From an optimization exercise on the open Yosys and OpenROAD flow, aimed at small area and a short achievable clock period; shortcuts taken in it are not production practice.
At most, simulation tests tie the RTL to the original design; equivalence was not proved.
Only the layout flow was run in run 4; the RTL was not checked for function there.
No activity file was given, so power comes from the tool's default toggle rates.

==> design/flow/run.sh <==
#!/bin/bash
# synth_recipe.tcl (not shown) runs the flow's synth.tcl, then flattens the netlist and writes it again
# the make line also repeats each setting of config.mk as NAME=value (left out here)
make -C /OpenROAD-flow-scripts/flow DESIGN_CONFIG=/design/flow/config.mk WORK_HOME=/design/flow/orfs CLKGATE_MAP_FILE= SYNTH_SCRIPT=/design/flow/synth_recipe.tcl finish
==> design/flow/config.mk <==
export PLATFORM = sky130hd
export DESIGN_NAME = lc3_mem_responder
export DESIGN_NICKNAME = lc3_mem_responder
export VERILOG_FILES = /design/flow/design.v
export SDC_FILE = /design/flow/constraint.sdc
export NUM_CORES = 4
export LEC_CHECK = 0
export CAP_MARGIN = 20
export CORE_MARGIN = 2
export CORE_UTILIZATION = 65
export CTS_CLUSTER_DIAMETER = 60
export CTS_CLUSTER_SIZE = 24
export SETUP_SLACK_MARGIN = 2.4
export SLEW_MARGIN = 20
export SYNTH_HIERARCHICAL = 1
export SYNTH_MEMORY_MAX_BITS = 8192
==> design/flow/constraint.sdc <==
create_clock -name core_clock -period 4.6 [get_ports {clk}]
set_input_delay 0.9200 -clock core_clock [delete_from_list [all_inputs] [get_ports {clk}]]
set_output_delay 0.9200 -clock core_clock [all_outputs]
set_load 0.01 [all_outputs]
==> design/flow/design.v <==
module lc3_mem_responder #(
    parameter int ADDR_W      = 8,
    parameter int WAIT_CYCLES = 2
) (
    input  logic        clk,
    input  logic        rst,
    input  logic        rd,
    input  logic        wr,
    input  logic [15:0] addr,
    input  logic [15:0] din,
    output logic [15:0] dout,
    output logic        complete,
    output logic        busy
);
    localparam int DEPTH = 1 << ADDR_W;
    localparam int PAIRS = DEPTH / 2;
    localparam int HI_N  = 16;           
    localparam int LO_N  = PAIRS / HI_N;  
    function automatic logic pol(input logic e, input logic [1:0] c);
        pol = e ? !(c[1] ^ c[0]) : c[1];
    endfunction
    logic busy_r, s1_r, s2_r, complete_r;
    logic accept_s, last_s;
    assign accept_s = !busy_r && (rd || wr);
    assign last_s   = busy_r && !s1_r && !s2_r;
    always_ff @(posedge clk or negedge rst) begin
        if (!rst) begin
            busy_r     <= 1'b0;
            s1_r       <= 1'b0;
            s2_r       <= 1'b0;
            complete_r <= 1'b0;
        end else begin
            busy_r     <= accept_s || s1_r || s2_r;
            s1_r       <= accept_s;
            s2_r       <= s1_r;
            complete_r <= last_s;
        end
    end
    logic [HI_N-1:0] rhi_r;
    logic [LO_N-1:0] rlo_r;
    logic            ra0_r;
    logic [15:0]     data_r;
    logic            op_rd_r;
    always_ff @(posedge clk) begin
        if (!busy_r) begin
            for (int g = 0; g < HI_N; g++) rhi_r[g] <= (addr[7:4] == 4'(g));
            for (int k = 0; k < LO_N; k++) rlo_r[k] <= (addr[3:1] == 3'(k));
            ra0_r   <= addr[0];
            data_r  <= din;
            op_rd_r <= rd;
        end
    end
    logic [3:0]      whi_r;
    logic [2:0]      wlo_r;
    logic            wa0_r;
    logic [15:0]     wdata_r;
    logic            wload_s;
    logic [3:0]      rhi_bin_s;
    logic [2:0]      rlo_bin_s;
    always_comb begin
        rhi_bin_s = '0;
        rlo_bin_s = '0;
        for (int g = 0; g < HI_N; g++) if (rhi_r[g]) rhi_bin_s = rhi_bin_s | 4'(g);
        for (int k = 0; k < LO_N; k++) if (rlo_r[k]) rlo_bin_s = rlo_bin_s | 3'(k);
    end
    logic            wvalid_r;
    assign wload_s = s2_r && !op_rd_r;
    always_ff @(posedge clk) begin
        if (wload_s) begin
            whi_r   <= rhi_bin_s;
            wlo_r   <= rlo_bin_s;
            wa0_r   <= ra0_r;
            wdata_r <= data_r;
        end
    end
    logic [1:0] cnt_r;
    logic       go1_r;
    logic       w2_r, w3_r, wlate_r;
    always_ff @(posedge clk or negedge rst) begin
        if (!rst) begin
            go1_r <= 1'b0;
        end else begin
            go1_r <= wload_s;
        end
    end
    always_ff @(posedge clk) begin
        cnt_r   <= cnt_r + 2'd1;
        w2_r    <= go1_r;
        w3_r    <= w2_r;
        wlate_r <= go1_r || w2_r || w3_r;
        if (go1_r) begin
            wvalid_r <= 1'b1;
        end else if (wload_s) begin
            wvalid_r <= 1'b0;
        end
    end
    logic [15:0] wdata_d;
    logic        wa0_d;
    logic [1:0]  cnt_nn;
    logic [15:0] colv_r;
    logic [15:0] col_s;
    assign wdata_d = wload_s ? data_r : wdata_r;
    assign wa0_d   = wload_s ? ra0_r : wa0_r;
    assign cnt_nn  = cnt_r + 2'd2;
    always_ff @(posedge clk) begin
        colv_r <= {16{wa0_d == cnt_nn[0]}} & ~(wdata_d ^ {16{pol(wa0_d, cnt_nn)}});
    end
    assign col_s = {16{go1_r || wlate_r}} & colv_r;
    logic [PAIRS-1:0] wsel_s;
    logic [PAIRS-1:0] rsel_s;
    always_comb begin
        for (int m = 0; m < PAIRS; m++) wsel_s[m] = (whi_r == 4'(m / LO_N)) && (wlo_r == 3'(m % LO_N));
    end
    lc3_mem_rsel_dec u_rsel (.hi(rhi_r), .lo(rlo_r), .sel(rsel_s));
    logic [15:0] mem_x [0:PAIRS-1];
    logic [15:0] mem_y [0:PAIRS-1];
    always_ff @(posedge clk) begin
        for (int m = 0; m < PAIRS; m++) begin
            mem_x[m] <= ~(mem_y[m] | ({16{wsel_s[m]}} & col_s));
            mem_y[m] <= mem_x[m];
        end
    end
    localparam int PARTS = 8;
    localparam int PER   = PAIRS / PARTS;
    logic [15:0]    part_s [0:PARTS-1];
    logic [PER-1:0] term_s [0:PARTS-1][0:15];
    always_comb begin
        for (int p = 0; p < PARTS; p++) begin
            for (int j = 0; j < 16; j++) begin
                for (int i = 0; i < PER; i++) term_s[p][j][i] = rsel_s[p * PER + i] && mem_x[p * PER + i][j];
                part_s[p][j] = |term_s[p][j];
            end
        end
    end
    logic [15:0] part_r [0:PARTS-1];
    logic        ppol_r;
    logic        fwd_r;
    always_ff @(posedge clk) begin
        for (int p = 0; p < PARTS; p++) part_r[p] <= part_s[p];
        ppol_r <= cnt_r[1];
        fwd_r  <= wvalid_r && (ra0_r == wa0_r) && rhi_r[whi_r] && rlo_r[wlo_r];
    end
    logic [15:0] rdata_s;
    always_comb begin
        rdata_s = '0;
        for (int p = 0; p < PARTS; p++) rdata_s = rdata_s | part_r[p];
    end
    logic [15:0] dout_r;
    always_ff @(posedge clk) begin
        if (ra0_r != cnt_r[0]) begin
            dout_r <= fwd_r ? wdata_r : (rdata_s ^ {16{ppol_r}});
        end
    end
    assign dout     = dout_r;
    assign complete = complete_r;
    assign busy     = busy_r;
endmodule
module lc3_mem_rsel_dec (
    input  logic [15:0]  hi,
    input  logic [7:0]   lo,
    output logic [127:0] sel
);
    always_comb begin
        for (int m = 0; m < 128; m++) sel[m] = hi[m / 8] && lo[m % 8];
    end
endmodule
==> reports/results.ini, run 1 <==
[yosys]
syn-cell-area_mm2 = 0.113
synth_nets = 8752
synth_cell_type_count = 39
synthTopCellsByCount = 4265 x dfxtp_1, 2048 x a21oi_1, 555 x clkbuf_1
synth_top_area_share_pct = 75.5
async_flop_share_pct = 0.115
synthTopCellsByArea = dfxtp_1 75%, a21oi_1 9.1%, a221oi_1 4.0%
yosysMostFrequentCell = dfxtp_1
yosysTopAreaCell = dfxtp_1
synthCells = 8716
seq_area_frac_synth_pct = 77.3
ys_ff_latch = 4335
synth_ff_type = dfxtp_1
synth-edff-count = 65
synth_area_per_cell_um2 = 13.0
yosysWarnings = 13

[setup_path]
critical_path_arrival_ns = 3.05
cp.required_ns = 5.21
path_class = flop to flop
crit_slowest_cell = nor4_1
cp_max_fo = 1
max_stage_delay_ns = 0.84
crit_chain = nor4_1 -> nand2_1 -> xnor2_1 -> o21ai_0
r2r_start = part_r[3][9]
endpoint_kind = flop
cp-start-kind = flop
reg2reg_slack_ns = 2.16
reg2reg_depth = 4
timing.rr.end = dout_r[9]

[grt]
antenna_found_initial = 5
grt_pass1_vias = 69800
grt_util_all_layers_pct = 35.8
grt_max_degree = 113
grt_pass1_wl_mm = 473
grt_overflow = 0

[routing]
routed.top_layer = met5
met1_length_mm = 136
vias = 70400
wl_met2_mm = 149
detail-route-antenna-nets = 0
wl_per_cell_um = 29.5
drcViolationCount = 0
vias_per_cell = 6.34
drtIter0Drc = 6958
finalWirelength_mm = 328
dr.pass1.iters = 7
met3_length_mm = 26.5

[sta]
fmax_ghz = 0.410
rsz0062_at_grt = yes
slew_viol_final = 0
fin_skew_ns = 0.0270
slew_headroom_pct = 25.7
setup_tns_ns = 0
post-route-period-util_pct = 53.0
worst_slack_ns = 2.16
finalHoldViolCount = 0
setup_viol = 0
tightest_slew_ns = 1.11
whs_ns = 0.340
timing.final.crit_period_ns = 2.44

[pwr]
seqPwrFrac_pct = 53.9
power_frac_clock_pct = 27.1
p_per_area_mw_per_mm2 = 595
p_comb_share_pct = 19.0
power.internal_uw = 52900
p_sw_uw = 21700
ir_drop_mv = 0.425
switching_share_pct = 29.1
leakage_uw = 0.0482

[final_layout]
finalNetCount = 8746
nFillCells = 11800
area_growth_syn_to_layout_pct = 10.6
utilization_pct = 72.2
drive_above_1_share_pct = 11.3

[place]
gp_congestion = 0.886
dp_hpwl_mm = 185
post-place-ws_ns = 1.52
io_buffers = 45

[clocking]
cts_hold_buf = 0
clock_latency_ns = 0.89
cts-buffers-inserted = 206
ctsLongestPathBuffers = 3
h-tree-depth = 4
cts_sinks = 4335
cts_root_buffer = clkbuf_16
clk_pin_slew_ns = 0.10
tritoncts = done

[run]
maxCapViolCount = 0

[floorplan]
core_mm2 = 0.173
die_y_um = 421
pin_count = 54
die_area_mm2 = 0.177
start_util_pct = 65.2
placementRows = 153
die_w_um = 421

[hold_path]
hp-start = mem_x[26][14]
hold_end = mem_y[26][14]
whs_path_depth = 0
hold_class = flop to flop

[run_status]
outcome = no timing/DRC/antenna violations

## state kept, by name (all words and copies together) (netlist names), 2 cells and up
signal,cells
cnt_r,2
colv_r,16
data_r,16
dout_r,16
mem_x,2048
mem_y,2048
part_r,128
rhi_r,16
rlo_r,8
wdata_r,16
whi_r,4
wlo_r,3
## power groups by stage
stage	clock network [uW]	registers (uW)	logic [uW]
floorplan	0	40600	7190
global placement	0	41000	12300
detailed placement	0	41100	12400
CTS	20300	40100	13400
global route	21700	40300	14500
finish	20200	40100	14200
## area by class of cell
cell class	count	area, um2	share of cell area, %
antenna	3	7.51	0.00600
clock buffer	234	5480	4.38
clock inverter	39	419	0.335
inverter	3	11.3	0.00899
multi-input combinational	3738	24800	19.8
sequential	4335	87500	69.9
tap	2325	2910	2.32
timing repair buffer	426	4140	3.30
## per-stage QoR
step | cells | area [um2] | total power, uW
global route | 11100 | 125000 | 76400
finish | 11100 | 125000 | 74500
global placement | 10700 | 116000 | 53300
CTS | 11000 | 124000 | 73800
detailed placement | 10700 | 116000 | 53400
floorplan | 8716 | 113000 | 47800
## how the worst max path moves through the flow
stage | from | to | slack, ns | cells after the start
final | part_r[3][9] | dout_r[9] | 2.16 | 4
after detailed placement | whi_r[0] | mem_x[118][13] | 1.52 | 5
after global placement | whi_r[0] | mem_x[118][9] | 1.58 | 5
after CTS | dout_r[13] | dout[13] | 2.16 | 1
after floorplan | wlo_r[2] | mem_x[90][8] | 2.65 | 7
after global routing | dout_r[13] | dout[13] | 2.16 | 1
## critical path, delay by kind of cell, from the launching register on
| family | cells | cell delay [ns] |
|---|---|---|
| DFF | 1 | 0.42 |
| AOI/OAI and AO/OA | 1 | 0.11 |
| xor gates and xnor gates | 1 | 0.34 |
| and+or+nand+nor | 2 | 1.30 |
## kinds of logic after synthesis
family                    count (synthesis)  share of synthesized area (%)
AOI/OAI and AO/OA                      3091                           17.1
xor gates and xnor gates                 20                          0.155
buffers and inverters                   648                           2.27
DFF                                    4335                           77.3
muxes                                    24                          0.299
and+or+nand+nor                         598                           2.91
## layout by cell type (no fill, tap or decap), types with 6 or more instances in the layout
| cell type | n |
|---|---|
| clkinvlp_4 | 7 |
| and2_4 | 37 |
| nor2_4 | 56 |
| nand2_1 | 58 |
| nor2_2 | 21 |
| and2_1 | 41 |
| nor2b_4 | 20 |
| a21oi_1 | 2048 |
| nor2_1 | 83 |
| xnor2_1 | 18 |
| clkinv_2 | 8 |
| nor3_1 | 8 |
| nand3_4 | 7 |
| nor4_2 | 18 |
| nor4_1 | 20 |
| buf_4 | 287 |
| mux2_2 | 18 |
| inv_6 | 8 |
| a22o_1 | 512 |
| clkdlybuf4s50_1 | 27 |
| o21ai_0 | 16 |
| clkbuf_1 | 16 |
| a221oi_4 | 10 |
| a221oi_1 | 427 |
| nand4_1 | 129 |
| buf_8 | 7 |
| dfxtp_1 | 4264 |
| nor3b_1 | 19 |
| a221oi_2 | 75 |
| edfxtp_1 | 65 |
| clkbuf_16 | 217 |
| and2_2 | 51 |
| buf_2 | 20 |
| buf_12 | 49 |
| mux4_2 | 6 |
| buf_6 | 28 |
## repair_timing
action	CTS	global route
setup buffers	101	59
resized for setup	388	72
pin swaps	55	28
endpoints found under the setup margin	2013	928
cloned	6	3
## per-module statistics from Yosys, one instance, submodules excluded
module	area [um2]	times used
lc3_mem_responder	112000	1
lc3_mem_rsel_dec	891	1
## routing by layer
layer	vias to the layer above	GRT usage, %
met5	-	0
met4	2	15.9
met3	679	5.87
met2	3125	56.5
met1	35600	49.0
li1	31000	-
==> inputs of run 2 (changes only) <==
--- a/design/flow/config.mk
+++ b/design/flow/config.mk
@@ -8,8 +8,8 @@
 export CAP_MARGIN = 20
 export CORE_MARGIN = 2
-export CORE_UTILIZATION = 65
+export CORE_UTILIZATION = 70
 export CTS_CLUSTER_DIAMETER = 60
 export CTS_CLUSTER_SIZE = 24
-export SETUP_SLACK_MARGIN = 2.4
+export SETUP_SLACK_MARGIN = 2.5
 export SLEW_MARGIN = 20
 export SYNTH_HIERARCHICAL = 1
==> reports/results.ini, run 2 <==
[setup_path]
critical_path_arrival_ns = 1.73
reg2reg_depth = 5
crit_slowest_cell = edfxtp_1
critPathTopFamily = flip-flops
path_buf_inv = 1
crit_chain = buf_2
max_stage_delay_ns = 0.62
critPathLaunch = dout_r[4]
endpoint_kind = output pin
path_class = flop to output pin
cp_num_cells = 1
cp_max_fo = 1
r2r_start = rlo_r[0]
cp.required_ns = 3.68
cp-start-kind = flop

[pwr]
leakage_uw = 0.0497
ir_drop_mv = 0.578
p_per_area_mw_per_mm2 = 592

[clocking]
tritoncts = done
cts_root_buffer = clkbuf_16
clock_latency_ns = 0.89
ctsLongestPathBuffers = 3
cts-buffers-inserted = 204
h-tree-depth = 4
clk_pin_slew_ns = 0.09
cts_sinks = 4335

[floorplan]
die_y_um = 406
placementRows = 147
start_util_pct = 70.5
core_mm2 = 0.161
die_area_mm2 = 0.165
pin_count = 54
die_w_um = 406

[routing]
detail-route-antenna-nets = 0
dr.pass1.iters = 6
drcViolationCount = 0
vias_per_cell = 6.53
wl_per_cell_um = 30.3
vias = 72400
drtIter0Drc = 8140
finalWirelength_mm = 337

[yosys]
yosysWarnings = 13
syn-cell-area_mm2 = 0.113
synthCells = 8716
yosysMostFrequentCell = dfxtp_1
synth-edff-count = 65
async_flop_share_pct = 0.115
ys_ff_latch = 4335
synthTopCellsByArea = dfxtp_1 75%, a21oi_1 9.1%, a221oi_1 4.0%
synth_area_per_cell_um2 = 13.0
yosysTopAreaCell = dfxtp_1
synth_ff_type = dfxtp_1
synth_nets = 8752
synthTopCellsByCount = 4265 x dfxtp_1, 2048 x a21oi_1, 555 x clkbuf_1
seq_area_frac_synth_pct = 77.3
synth_cell_type_count = 39
synth_top_area_share_pct = 75.5

[final_layout]
final-seq-area_mm2 = 0.0875
multi_input_area_mm2 = 0.0262
stdcell_count = 11100
reg_top3 = mem_x (2048), mem_y (2048), part_r (128)
area_growth_syn_to_layout_pct = 13.7
nFillCells = 9205
most-common-layout-cells = 4264 x dfxtp_1, 2048 x a21oi_1, 501 x a22o_1
layout_commonest_cell = dfxtp_1
finalNetCount = 8916
drive_above_1_share_pct = 14.9
stdcell_area_mm2 = 0.129

[grt]
antenna_found_initial = 16
grt_pass1_vias = 71400
grt_util_all_layers_pct = 39.7
grt_overflow = 0
grt_max_degree = 97
grt_pass1_wl_mm = 481

[place]
gp_congestion = 0.913
dp_hpwl_mm = 189
io_buffers = 45
dp_cells = 10500
place_area_mm2 = 0.116

[hold_path]
hold_class = input port to async pin

[sta]
rsz0062_at_grt = yes
setup_viol = 0
slew_viol_final = 0
finalHoldViolCount = 0
post-route-period-util_pct = 57.6
tightest_slew_ns = 1.08
setup_tns_ns = 0
fmax_ghz = 0.377
timing.final.crit_period_ns = 2.65
fin_skew_ns = 0.0454
slew_headroom_pct = 28.0

[run_status]
outcome = no timing/DRC/antenna violations

[run]
maxCapViolCount = 0

## run 2: changes by cell type in the layout (fill, tap and decap cells not counted), moves of 20 or more
cell,before,now
buf_6,28,97
a221oi_1,427,246
buf_12,49,102
a221oi_4,10,30
buf_4,287,312
and2_2,51,16
a221oi_2,75,236
and2_4,37,93
## run 2: timing repair
action                                  4_1_cts  5_1_grt
hold buffers                                  0        0
endpoints found under the setup margin     2209     1496
cloned                                       11       10
resized for setup                           655      273
setup buffers                               214       95
pin swaps                                   132      118
## run 2: metrics by stage
stage	utilization [%]	hold slack, ns	setup slack (ns)	total power (uW)
6_report	80.1	0.260	1.95	76200
5_1_grt	80.1	0.250	1.92	77900
4_1_cts	78.6	0.227	2.01	74100
3_5_place_dp	72.1	0.335	1.68	53100
3_3_place_gp	72.0	0.333	1.71	52900
2_1_floorplan	-	0.325	2.65	47800
## run 2: worst paths after layout
| kind | end | slack [ns] |
|---|---|---|
| worst max register to register | part_r[0][12] | 2.17 |
| worst max-delay path | dout[4] | 1.95 |
| worst min register to register | mem_y[72][8] | 0.34 |
| max in group asynchronous | go1_r | 4.13 |
| min in group core_clock | mem_y[72][8] | 0.34 |
| worst min-delay path | s1_r | 0.26 |
## run 2: logic make-up after synthesis
group	after synthesis	synth area share (%)
flops	4335	77.3
compound gates	3091	17.1
buf+inv	648	2.27
simple gates	598	2.91
mux	24	0.299
xor+xnor	20	0.155
## run 2: final cells by class
type / count / area share (%)
sequential: 4335 / 68.0
multi-input combinational: 3740 / 20.4
timing repair buffer: 596 / 5.11
clock buffer: 238 / 4.20
tap: 2160 / 2.10
clock inverter: 19 / 0.219
inverter: 3 / 0.00875
antenna: 3 / 0.00584
## run 2: per-layer routing
layer	share of wire (%)	global-route usage, %
met5	0.022	0
met1	40	54.4
met4	5.8	19.7
met2	43	59.1
met3	11	10.1
## run 2: report_power, final
part | total [uW] | internal [uW] | switching, uW | leakage [uW]
sequential | 40400 | 39300 | 1160 | 0.0376
combinational | 15900 | 6200 | 9690 | 0.00938
clock | 19900 | 8620 | 11300 | 0.00278
total | 76200 | 54100 | 22100 | 0.0497
## run 2: per-module statistics from Yosys, one instance, submodules excluded
module / cells / cell area (um2)
lc3_mem_rsel_dec: 136 / 891
lc3_mem_responder: 8580 / 112000
==> inputs of run 3 (changes only) <==
--- a/design/flow/config.mk
+++ b/design/flow/config.mk
@@ -8,7 +8,7 @@
 export CAP_MARGIN = 20
 export CORE_MARGIN = 2
-export CORE_UTILIZATION = 70
+export CORE_UTILIZATION = 65
 export CTS_CLUSTER_DIAMETER = 60
-export CTS_CLUSTER_SIZE = 24
+export CTS_CLUSTER_SIZE = 28
 export SETUP_SLACK_MARGIN = 2.5
 export SLEW_MARGIN = 20
==> reports/results.ini, run 3 <==
[sta]
setup_tns_ns = 0
fin_skew_ns = 0.0241
slew_headroom_pct = 26.8
tightest_slew_ns = 1.09
setup_viol = 0
timing.final.crit_period_ns = 2.38
rsz0062_at_grt = yes
worst_slack_ns = 2.22
fmax_ghz = 0.420
finalHoldViolCount = 0
slew_viol_final = 0
post-route-period-util_pct = 51.8

[pwr]
ir_drop_mv = 0.398
switching_share_pct = 29.5
p_comb_share_pct = 20.0
power_frac_clock_pct = 27.3
leakage_uw = 0.0492
power.internal_uw = 53700
p_per_area_mw_per_mm2 = 597
p_sw_uw = 22400
seqPwrFrac_pct = 52.7

[yosys]
synth-edff-count = 65
ys_ff_latch = 4335
synth_nets = 8752
yosysMostFrequentCell = dfxtp_1
syn-cell-area_mm2 = 0.113
seq_area_frac_synth_pct = 77.3
yosysTopAreaCell = dfxtp_1
yosysWarnings = 13
async_flop_share_pct = 0.115
synth_cell_type_count = 39
synthTopCellsByCount = 4265 x dfxtp_1, 2048 x a21oi_1, 555 x clkbuf_1
synthTopCellsByArea = dfxtp_1 75%, a21oi_1 9.1%, a221oi_1 4.0%
synth_ff_type = dfxtp_1
synthCells = 8716
synth_top_area_share_pct = 75.5
synth_area_per_cell_um2 = 13.0

[hold_path]
hp-start = mem_x[103][12]
hold_class = flop to flop
hold_end = mem_y[103][12]
whs_path_depth = 0

[place]
place_area_mm2 = 0.116
io_buffers = 45
dp_cells = 10700
post-place-ws_ns = 1.52
dp_hpwl_mm = 185
gp_congestion = 0.886

[floorplan]
die_y_um = 421
die_area_mm2 = 0.177
pin_count = 54
placementRows = 153
core_mm2 = 0.173
die_w_um = 421
start_util_pct = 65.2

[clocking]
clk_pin_slew_ns = 0.09
tritoncts = done
cts_sinks = 4335
cts_root_buffer = clkbuf_16
h-tree-depth = 4
clock_latency_ns = 0.88
cts-buffers-inserted = 193
ctsLongestPathBuffers = 3

[setup_path]
reg2reg_depth = 7
max_stage_delay_ns = 0.43
endpoint_kind = output pin
timing.rr.end = part_r[7][7]
critical_path_arrival_ns = 1.46
critPathTopFamily = flip-flops
crit_chain = buf_2
path_buf_inv = 1
cp_num_cells = 1
reg2reg_slack_ns = 2.36
cp_max_fo = 1
cp-start-kind = flop
r2r_start = rlo_r[7]
crit_slowest_cell = edfxtp_1
path_class = flop to output pin
cp.required_ns = 3.68

[grt]
grt_overflow = 0
grt_pass1_vias = 70200
grt_max_degree = 97
grt_pass1_wl_mm = 478
antenna_found_initial = 9
grt_util_all_layers_pct = 36.3

[final_layout]
drive_above_1_share_pct = 13.6
utilization_pct = 73.6
finalNetCount = 8818
area_growth_syn_to_layout_pct = 12.8
stdcell_area_mm2 = 0.128
most-common-layout-cells = 4264 x dfxtp_1, 2048 x a21oi_1, 511 x a22o_1
nFillCells = 11400
reg_top3 = mem_x (2048), mem_y (2048), part_r (128)
stdcell_count = 11200
layout_commonest_cell = dfxtp_1

[routing]
vias = 70900
drcViolationCount = 0
finalWirelength_mm = 332
vias_per_cell = 6.32
dr.pass1.iters = 6
detail-route-antenna-nets = 0
drtIter0Drc = 7335
wl_per_cell_um = 29.6

[run_status]
outcome = no timing/DRC/antenna violations

[run]
maxCapViolCount = 0

[run 3: cell counts after synthesis]
No cell type changed its count.
[run 3: worst max-delay path by stage]
stage,end,start
after floorplan,mem_x[90][8],wlo_r[2]
after global placement,mem_x[118][9],whi_r[0]
after detailed placement,mem_x[118][13],whi_r[0]
after CTS,dout[13],dout_r[13]
after global routing,dout[13],dout_r[13]
final,dout[13],dout_r[13]
[run 3: stage by stage]
| stage | hold slack [ns] | total power, uW |
|---|---|---|
| floorplan | 0.325 | 47800 |
| CTS | 0.342 | 75100 |
| detailed placement | 0.335 | 53400 |
| finish | 0.345 | 76200 |
| global placement | 0.334 | 53300 |
| global route | 0.349 | 78100 |
[run 3: cells by family (layout without fill, tap and decap cells)]
group	Yosys count	in the layout	synth area share [%]
other	0	2	0
AO/OA/AOI/OAI	3091	3091	17.1
AND/OR/NAND/NOR	598	604	2.91
multiplexers	24	24	0.299
buffers and inverters	648	811	2.27
flip-flops	4335	4335	77.3
XOR/XNOR	20	20	0.155
[run 3: cell type report]
| cell class | instances | area (um2) | share of cell area [%] |
|---|---|---|---|
| multi-input combinational | 3739 | 25600 | 20.1 |
| sequential | 4335 | 87500 | 68.5 |
| inverter | 3 | 11.3 | 0.00882 |
| timing repair buffer | 510 | 5410 | 4.24 |
| clock inverter | 82 | 1030 | 0.810 |
| antenna | 2 | 5.00 | 0.00392 |
| clock buffer | 216 | 5210 | 4.08 |
| tap | 2325 | 2910 | 2.28 |
[run 3: layer usage]
layer  routed length, um  GRT usage [%]  part of all wire (%)
met2              151000           56.8                    45
met3               27100           6.38                   8.2
met1              137000           49.3                    41
met4               17500           17.0                   5.3
met5                  13              0                0.0039
[run 3: Yosys stat by module (local to each module, per instance)]
| module | flops+latches | times used |
|---|---|---|
| lc3_mem_rsel_dec | 0 | 1 |
| lc3_mem_responder | 4335 | 1 |
[run 3: timing repair]
| action | 4_1_cts | 5_1_grt |
|---|---|---|
| cloned | 10 | 8 |
| endpoints found under the setup margin | 2104 | 1148 |
| buffers inserted | 171 | 65 |
| pin swaps | 78 | 55 |
| gates resized for setup | 504 | 189 |
| hold buffers | 0 | 0 |
[run 3: power by group through the flow]
stage                     logic [uW]  registers, uW  clock network, uW
final                          15200          40200              20800
after CTS                      14100          40100              20900
after global placement         12300          41000                  0
after global routing           15500          40300              22300
after detailed placement       12400          41100                  0
after floorplan                 7190          40600                  0
==> inputs of run 4 (changes only) <==
--- a/design/flow/design.v
+++ b/design/flow/design.v
@@ -121,5 +121,5 @@
         end
     end
-    localparam int PARTS = 8;
+    localparam int PARTS = 4;
     localparam int PER   = PAIRS / PARTS;
     logic [15:0]    part_s [0:PARTS-1];
--- a/design/flow/config.mk
+++ b/design/flow/config.mk
@@ -10,5 +10,5 @@
 export CORE_UTILIZATION = 65
 export CTS_CLUSTER_DIAMETER = 60
-export CTS_CLUSTER_SIZE = 28
+export CTS_CLUSTER_SIZE = 24
 export SETUP_SLACK_MARGIN = 2.5
 export SLEW_MARGIN = 20
==> reports/results.ini, run 4 <==
[run_status]
outcome = no timing/DRC/antenna violations

[sta]
fmax_ghz = 0.397
fin_skew_ns = 0.0307
rsz0062_at_grt = yes
timing.final.crit_period_ns = 2.52
setup_tns_ns = 0
whs_ns = 0.264
setup_viol = 0
tightest_slew_ns = 1.13
post-route-period-util_pct = 54.8
finalHoldViolCount = 0
slew_headroom_pct = 24.5
slew_viol_final = 0

[yosys]
syn-cell-area_mm2 = 0.112
yosysMostFrequentCell = dfxtp_1
ys_ff_latch = 4271
synthTopCellsByArea = dfxtp_1 75%, a21oi_1 9.2%, a22oi_1 6.9%
yosysTopAreaCell = dfxtp_1
synth-edff-count = 65
synth_ff_type = dfxtp_1
synth_top_area_share_pct = 75.3
synthTopCellsByCount = 4201 x dfxtp_1, 2048 x a21oi_1, 1025 x a22oi_1
synth_area_per_cell_um2 = 12.7
synthCells = 8812
seq_area_frac_synth_pct = 77.1
async_flop_share_pct = 0.117
synth_nets = 8848
yosysWarnings = 13
synth_cell_type_count = 37

[pwr]
leakage_uw = 0.0490
p_per_area_mw_per_mm2 = 595
switching_share_pct = 30.1
p_sw_uw = 22900
p_comb_share_pct = 21.6
power.internal_uw = 53200
ir_drop_mv = 0.482
power_frac_clock_pct = 26.4
seqPwrFrac_pct = 52.1

[final_layout]
layout_commonest_cell = dfxtp_1
nFillCells = 11000
area_growth_syn_to_layout_pct = 14.5
final-seq-area_mm2 = 0.0862
reg_top3 = mem_x (2048), mem_y (2048), part_r (64)
finalNetCount = 9130
most-common-layout-cells = 4200 x dfxtp_1, 2039 x a21oi_1, 792 x a22oi_1
drive_above_1_share_pct = 16.1
multi_input_area_mm2 = 0.0252

[setup_path]
cp.required_ns = 5.35
path_class = flop to flop
critical_path_arrival_ns = 3.27
timing.rr.end = part_r[0][12]
worstSetupEndpoint = part_r[0][12]
cp_max_fo = 5
endpoint_kind = flop
r2r_start = rlo_r[1]
reg2reg_slack_ns = 2.08
cp-start-kind = flop
critPathLaunch = rlo_r[1]
reg2reg_depth = 7

[floorplan]
placementRows = 152
core_mm2 = 0.171
pin_count = 54
start_util_pct = 65.3
die_y_um = 419
die_area_mm2 = 0.175
die_w_um = 419

[routing]
wl_per_cell_um = 32.8
vias = 74800
dr.pass1.iters = 6
finalWirelength_mm = 374
drtIter0Drc = 9435
drcViolationCount = 0
vias_per_cell = 6.56
detail-route-antenna-nets = 0

[place]
gp_congestion = 0.855
dp_hpwl_mm = 209
io_buffers = 45

[grt]
antenna_found_initial = 23
grt_pass1_vias = 72700
grt_util_all_layers_pct = 41.5
grt_max_degree = 129
grt_overflow = 0
grt_pass1_wl_mm = 523

[run]
maxCapViolCount = 0

[hold_path]
hold_class = input port to async pin

[clocking]
h-tree-depth = 4
cts-buffers-inserted = 204
cts_sinks = 4271
cts_root_buffer = clkbuf_16
cts_hold_buf = 0
clock_latency_ns = 0.89
ctsLongestPathBuffers = 3
tritoncts = done
clk_pin_slew_ns = 0.09

-- run 4: per-stage QoR --
stage	util, %	power (uW)	setup slack [ns]	instances	cell area [um2]
floorplan	-	46500	2.62	8812	112000
global placement	67.2	52600	1.28	10800	115000
global route	74.7	77600	2.11	11400	128000
detailed placement	67.2	52700	1.25	10800	115000
finish	74.7	76100	2.08	11400	128000
CTS	73.7	74500	2.15	11300	126000
-- run 4: per-module statistics from Yosys, one instance, submodules excluded --
| module | copies in the design | cells inside | flops+latches |
|---|---|---|---|
| lc3_mem_rsel_dec | 1 | 136 | 0 |
| lc3_mem_responder | 1 | 8676 | 4271 |
-- run 4: worst max-delay path, stage by stage (launching register included) --
cell	delay [ns]
edfxtp_1	0.48
buf_6	0.17
buf_4	0.13
and2_4	0.22
buf_12	0.16
a22oi_2	0.17
nand4_1	0.38
or4_1	0.65
-- run 4: power by group through the flow --
stage               Clock (uW)  Combinational (uW)  Sequential [uW]
finish                   20100               16400            39600
global route             21300               16600            39700
CTS                      20000               15000            39500
detailed placement           0               12100            40700
global placement             0               12000            40600
floorplan                    0                6500            40000
-- run 4: routing by layer --
layer  GRT usage [%]  wire, um
met1            56.8    146000
met2            62.0    162000
met3            9.32     42300
met4            21.6     24600
met5               0       123
-- run 4: logic make-up (layout without fill, tap and decap cells) --
family / Yosys count / in the layout / share of synthesized area, %
other: 0 / 5 / 0
AOI/OAI and AO/OA: 3091 / 3091 / 16.1
muxes: 24 / 24 / 0.302
DFF: 4271 / 4271 / 77.1
and+or+nand+nor: 758 / 761 / 3.94
buffers and inverters: 648 / 991 / 2.31
xor gates and xnor gates: 20 / 20 / 0.157
-- run 4: how the worst min path moves through the flow --
stage                       from            to  slack (ns)  depth (start not counted)
floorplan                   w2_r          w3_r        0.33                          0
global placement            w2_r          w3_r        0.33                          0
detailed placement  mem_x[36][1]  mem_y[36][1]        0.34                          0
CTS                          rst    complete_r        0.24                          1
global route                 rst         go1_r        0.27                          1
finish                       rst         go1_r        0.26                          1
-- run 4: what timing repair did --
item	CTS	global route
endpoints found under the setup margin	2115	1414
buffers inserted	274	74
pin swaps	236	129
cloned	15	7
gates resized for setup	801	217
-- run 4: final cells by class --
class | instances | share of cell area, %
tap | 2233 | 2.18
clock inverter | 37 | 0.322
timing repair buffer | 718 | 6.20
clock buffer | 233 | 4.22
antenna | 5 | 0.00978
multi-input combinational | 3896 | 19.7
inverter | 3 | 0.00978
sequential | 4271 | 67.4
==> inputs of run 5 (changes only) <==
--- a/design/flow/design.v
+++ b/design/flow/design.v
@@ -121,5 +121,5 @@
         end
     end
-    localparam int PARTS = 4;
+    localparam int PARTS = 8;
     localparam int PER   = PAIRS / PARTS;
     logic [15:0]    part_s [0:PARTS-1];
==> reports/results.ini, run 5 <==
[run_status]
outcome = no timing/DRC/antenna violations

[setup_path]
crit_chain = buf_2
critical_path_arrival_ns = 1.47
path_class = flop to output pin
endpoint_kind = output pin
cp_num_cells = 1
cp-start-kind = flop
critPathTopFamily = flip-flops
crit_slowest_cell = edfxtp_1
path_buf_inv = 1
reg2reg_depth = 7
cp_max_fo = 1
cp.required_ns = 3.68
max_stage_delay_ns = 0.42

[routing]
vias = 71000
drtIter0Drc = 7315
drcViolationCount = 0
finalWirelength_mm = 333
vias_per_cell = 6.35
detail-route-antenna-nets = 0
dr.pass1.iters = 6
wl_per_cell_um = 29.8

[place]
post-place-ws_ns = 1.52
dp_hpwl_mm = 185
gp_congestion = 0.886
dp_cells = 10700
io_buffers = 45

[yosys]
synthTopCellsByCount = 4265 x dfxtp_1, 2048 x a21oi_1, 555 x clkbuf_1
ys_ff_latch = 4335
yosysWarnings = 13
yosysMostFrequentCell = dfxtp_1
synth_ff_type = dfxtp_1
syn-cell-area_mm2 = 0.113
seq_area_frac_synth_pct = 77.3
synth_area_per_cell_um2 = 13.0
synth_cell_type_count = 39
synth-edff-count = 65
synthTopCellsByArea = dfxtp_1 75%, a21oi_1 9.1%, a221oi_1 4.0%
async_flop_share_pct = 0.115
synth_top_area_share_pct = 75.5
yosysTopAreaCell = dfxtp_1
synth_nets = 8752
synthCells = 8716

[final_layout]
layout_commonest_cell = dfxtp_1
finalNetCount = 8828
utilization_pct = 73.4
reg_top3 = mem_x (2048), mem_y (2048), part_r (128)
most-common-layout-cells = 4264 x dfxtp_1, 2048 x a21oi_1, 510 x a22o_1
stdcell_count = 11200
drive_above_1_share_pct = 13.2
area_growth_syn_to_layout_pct = 12.4

[floorplan]
pin_count = 54
core_mm2 = 0.173
placementRows = 153
start_util_pct = 65.2
die_area_mm2 = 0.177
die_y_um = 421
die_w_um = 421

[hold_path]
hold_class = flop to flop
whs_path_depth = 0

[sta]
whs_ns = 0.343
post-route-period-util_pct = 51.9
rsz0062_at_grt = yes
slew_viol_final = 0
fin_skew_ns = 0.0282
worst_slack_ns = 2.21
slew_headroom_pct = 27.1
tightest_slew_ns = 1.09
setup_viol = 0
setup_tns_ns = 0
fmax_ghz = 0.419
finalHoldViolCount = 0
timing.final.crit_period_ns = 2.39

[clocking]
clock_latency_ns = 0.90
cts-buffers-inserted = 206
cts_sinks = 4335
tritoncts = done
cts_root_buffer = clkbuf_16
h-tree-depth = 4
cts_hold_buf = 0
ctsLongestPathBuffers = 3
clk_pin_slew_ns = 0.09

[grt]
grt_overflow = 0
grt_util_all_layers_pct = 36.5
antenna_found_initial = 6
grt_pass1_wl_mm = 480
grt_max_degree = 97
grt_pass1_vias = 70500

[pwr]
ir_drop_mv = 0.427
p_per_area_mw_per_mm2 = 595
leakage_uw = 0.0490

[run]
maxCapViolCount = 0

-- run 5: cell count changes after synthesis, moves of 16 or more --
cell      previous run  this run
a221oi_1             0       512
a22o_1               0       512
nor4_1              24        40
nand2_1             50        66
xor2_1              18         2
dfxtp_1           4201      4265
a22oi_1           1025         1
or4_1               67         3
nand4_1            257       129
xnor2_1              2        18
-- run 5: what timing repair did --
| item | 4_1_cts | 5_1_grt |
|---|---|---|
| cloned | 11 | 5 |
| setup endpoints to repair | 2106 | 1117 |
| buffers inserted | 181 | 54 |
| gates resized for setup | 540 | 150 |
| pin swaps | 82 | 49 |
-- run 5: path summary, 6_finish.rpt --
kind	start	endpoint	slack (ns)
max in group asynchronous	rst	go1_r	3.70
max	dout_r[13]	dout[13]	2.21
min reg2reg	mem_x[54][6]	mem_y[54][6]	0.34
max reg2reg	rlo_r[0]	part_r[7][10]	2.32
min	mem_x[54][6]	mem_y[54][6]	0.34
min in group asynchronous	rst	s1_r	0.44
-- run 5: layout make-up --
cell class | count | area [um2]
antenna | 2 | 5.00
clock buffer | 234 | 5480
clock inverter | 39 | 419
fill | 11600 | 46200
inverter | 3 | 11.3
multi-input combinational | 3738 | 25600
sequential | 4335 | 87500
tap | 2325 | 2910
timing repair buffer | 508 | 5360
-- run 5: cells by family after synthesis --
family                 share of synthesized area (%)
flip-flops                                      77.3
XOR/XNOR                                       0.155
AO/OA/AOI/OAI                                   17.1
buffers and inverters                           2.27
multiplexers                                   0.299
AND/OR/NAND/NOR                                 2.91
-- run 5: stage by stage --
step | instance area, um2 | power, uW
floorplan | 113000 | 47800
global placement | 116000 | 53300
detailed placement | 116000 | 53400
CTS | 126000 | 74600
global route | 127000 | 77500
finish | 127000 | 75700
-- run 5: power by group --
part | switching (uW) | leakage (uW) | internal (uW)
clock network | 11400 | 0.00289 | 8810
registers | 901 | 0.0376 | 39200
logic | 9790 | 0.00859 | 5480
-- run 5: modules after synthesis (local to each module, per instance) --
module | area, um2 | flip-flops and latches
lc3_mem_responder | 112000 | 4335
lc3_mem_rsel_dec | 891 | 0
-- run 5: routing by layer --
layer	wire length [um]	GRT usage, %
met5	52	0.161
met1	137000	49.6
met4	16900	16.6
met2	151000	57.5
met3	28400	6.35
==> inputs of run 6 (changes only) <==
--- a/design/flow/config.mk
+++ b/design/flow/config.mk
@@ -9,6 +9,6 @@
 export CORE_MARGIN = 2
 export CORE_UTILIZATION = 65
-export CTS_CLUSTER_DIAMETER = 60
-export CTS_CLUSTER_SIZE = 24
+export CTS_CLUSTER_DIAMETER = 45
+export CTS_CLUSTER_SIZE = 20
 export SETUP_SLACK_MARGIN = 2.5
 export SLEW_MARGIN = 20
==> reports/results.ini, run 6 <==
[run]
maxCapViolCount = 0

[sta]
rsz0062_at_grt = yes
fin_skew_ns = 0.0360
fmax_ghz = 0.408
setup_viol = 0
slew_viol_final = 0
worst_slack_ns = 2.15
finalHoldViolCount = 0
tightest_slew_ns = 1.14
setup_tns_ns = 0
whs_ns = 0.328
post-route-period-util_pct = 53.2
timing.final.crit_period_ns = 2.45
slew_headroom_pct = 23.7

[yosys]
yosysTopAreaCell = dfxtp_1
synth_ff_type = dfxtp_1
yosysWarnings = 13
ys_ff_latch = 4335
synth-edff-count = 65
synthTopCellsByCount = 4265 x dfxtp_1, 2048 x a21oi_1, 555 x clkbuf_1
seq_area_frac_synth_pct = 77.3
synth_top_area_share_pct = 75.5
synth_area_per_cell_um2 = 13.0
synthCells = 8716
synthTopCellsByArea = dfxtp_1 75%, a21oi_1 9.1%, a221oi_1 4.0%
yosysMostFrequentCell = dfxtp_1
synth_cell_type_count = 39
syn-cell-area_mm2 = 0.113
synth_nets = 8752
async_flop_share_pct = 0.115

[grt]
grt_overflow = 0
grt_pass1_vias = 72400
grt_util_all_layers_pct = 37.0
antenna_found_initial = 6
grt_max_degree = 97
grt_pass1_wl_mm = 489

[routing]
vias = 72200
vias_per_cell = 6.30
detail-route-antenna-nets = 0
drcViolationCount = 0
drtIter0Drc = 7250
dr.pass1.iters = 12
finalWirelength_mm = 339
wl_per_cell_um = 29.6

[floorplan]
placementRows = 153
core_mm2 = 0.173
die_area_mm2 = 0.177
die_w_um = 421
start_util_pct = 65.2
pin_count = 54
die_y_um = 421

[final_layout]
finalNetCount = 8954
layout_commonest_cell = dfxtp_1
utilization_pct = 76.2
reg_top3 = mem_x (2048), mem_y (2048), part_r (128)
stdcell_count = 11500
most-common-layout-cells = 4264 x dfxtp_1, 2048 x a21oi_1, 509 x a22o_1
area_growth_syn_to_layout_pct = 16.7
drive_above_1_share_pct = 15.8

[setup_path]
crit_chain = buf_2
critical_path_arrival_ns = 1.53
critPathTopFamily = flip-flops
path_buf_inv = 1
cp-start-kind = flop
cp.required_ns = 3.68
cp_max_fo = 1
endpoint_kind = output pin
crit_slowest_cell = edfxtp_1
path_class = flop to output pin
max_stage_delay_ns = 0.42

[run_status]
outcome = no timing/DRC/antenna violations

[place]
dp_hpwl_mm = 185
io_buffers = 45
post-place-ws_ns = 1.52
gp_congestion = 0.886
dp_cells = 10700

[pwr]
ir_drop_mv = 0.415
leakage_uw = 0.0514
p_per_area_mw_per_mm2 = 637

[clocking]
clk_pin_slew_ns = 0.08
clock_latency_ns = 0.97
cts_root_buffer = clkbuf_16
cts-buffers-inserted = 319
h-tree-depth = 5
cts_sinks = 4335
ctsLongestPathBuffers = 4
tritoncts = done

[hold_path]
hold_class = flop to flop

-- run 6: cell types whose count changed in the layout (fill, tap and decap cells not counted), sizes merged --
cell / delta
and2: +2
buf: +10
bufinv: +17
clkbuf: +149
clkinv: +44
clkinvlp: +10
diode: +6
inv: +35
-- run 6: report_power, final --
part	switching (uW)	total [uW]	leakage, uW	internal (uW)
sequential	918	40200	0.0376	39200
combinational	9840	15400	0.00868	5530
clock	13500	28500	0.00512	15000
total	24300	84100	0.0514	59800
-- run 6: layout make-up --
cell class / instances / area, um2
antenna: 8 / 20.0
clock buffer: 382 / 8670
clock inverter: 145 / 1820
fill: 10900 / 41400
inverter: 3 / 11.3
multi-input combinational: 3740 / 25800
sequential: 4335 / 87500
tap: 2325 / 2910
timing repair buffer: 519 / 5440
-- run 6: timing repair --
item / CTS / global route
hold endpoints to repair: 0 / 0
endpoints found under the setup margin: 2107 / 824
resized for setup: 506 / 215
pin swaps: 83 / 48
hold buffers: 0 / 0
cloned: 9 / 9
buffers inserted: 174 / 72
-- run 6: path summary, 6_finish.rpt --
kind,depth (start not counted),slack [ns],to,start
worst max-delay path,1,2.15,dout[13],dout_r[13]
worst min-delay path,0,0.33,mem_y[107][4],mem_x[107][4]
worst max register to register,7,2.31,part_r[7][10],rlo_r[0]
worst min register to register,0,0.33,mem_y[107][4],mem_x[107][4]
max in group asynchronous,1,3.71,go1_r,rst
min in group asynchronous,1,0.41,complete_r,rst
-- run 6: per-stage QoR --
stage / power (uW) / area, um2
2_1_floorplan: 47800 / 113000
3_3_place_gp: 53300 / 116000
3_5_place_dp: 53400 / 116000
4_1_cts: 82800 / 130000
5_1_grt: 86100 / 132000
6_report: 84100 / 132000
-- run 6: logic make-up after synthesis --
family | after synthesis | share of synthesized area, %
muxes | 24 | 0.299
xor gates and xnor gates | 20 | 0.155
buffers and inverters | 648 | 2.27
DFF | 4335 | 77.3
and+or+nand+nor | 598 | 2.91
AOI/OAI and AO/OA | 3091 | 17.1
-- run 6: routing by layer --
layer	global-route usage (%)	share of wire (%)
met5	0.323	0
met4	17.9	5.3
met3	7.07	8.9
met2	58.1	46
met1	49.6	40
-- run 6: per-module statistics from Yosys (local to each module, per instance) --
module             cells  cell area [um2]  times used  flip-flops and latches
lc3_mem_rsel_dec     136              891           1                       0
lc3_mem_responder   8580           112000           1                    4335

==> port drivers added, routing unchanged <==
No port has a modelled driver above. Below, the same layouts with a new extraction and two added sets of constraints.
Step 1 assumes that a clkbuf_16 drives the clock port and a buf_2 every other input.
Step 2 moves the port delays by t, midway between the first and last clock arrival at a register: inputs arrive t later, outputs are due t later. That takes back most of the time a late clock gives input paths.
a / b / c = ideal / step 1 / step 2; a / b = the first two.
run | shift t [ns] | slack for setup (ns) | worst setup path after step 2 | clock arrival spread, ns
run 1 | 0.967 | 2.160 / 2.125 / 2.160 | register to register | 0.030 / 0.030
run 2 | 0.960 | 1.949 / 1.862 / 2.007 | input to register | 0.047 / 0.047
run 3 | 0.954 | 2.217 / 2.132 / 2.319 | input to register | 0.029 / 0.029
run 4 | 0.958 | 2.081 / 2.081 / 2.081 | register to register | 0.036 / 0.035
run 5 | 0.972 | 2.213 / 2.126 / 2.324 | register to register | 0.031 / 0.031
run 6 | 1.032 | 2.151 / 2.065 / 2.301 | input to register | 0.047 / 0.047
After both steps every run listed still meets setup and hold.
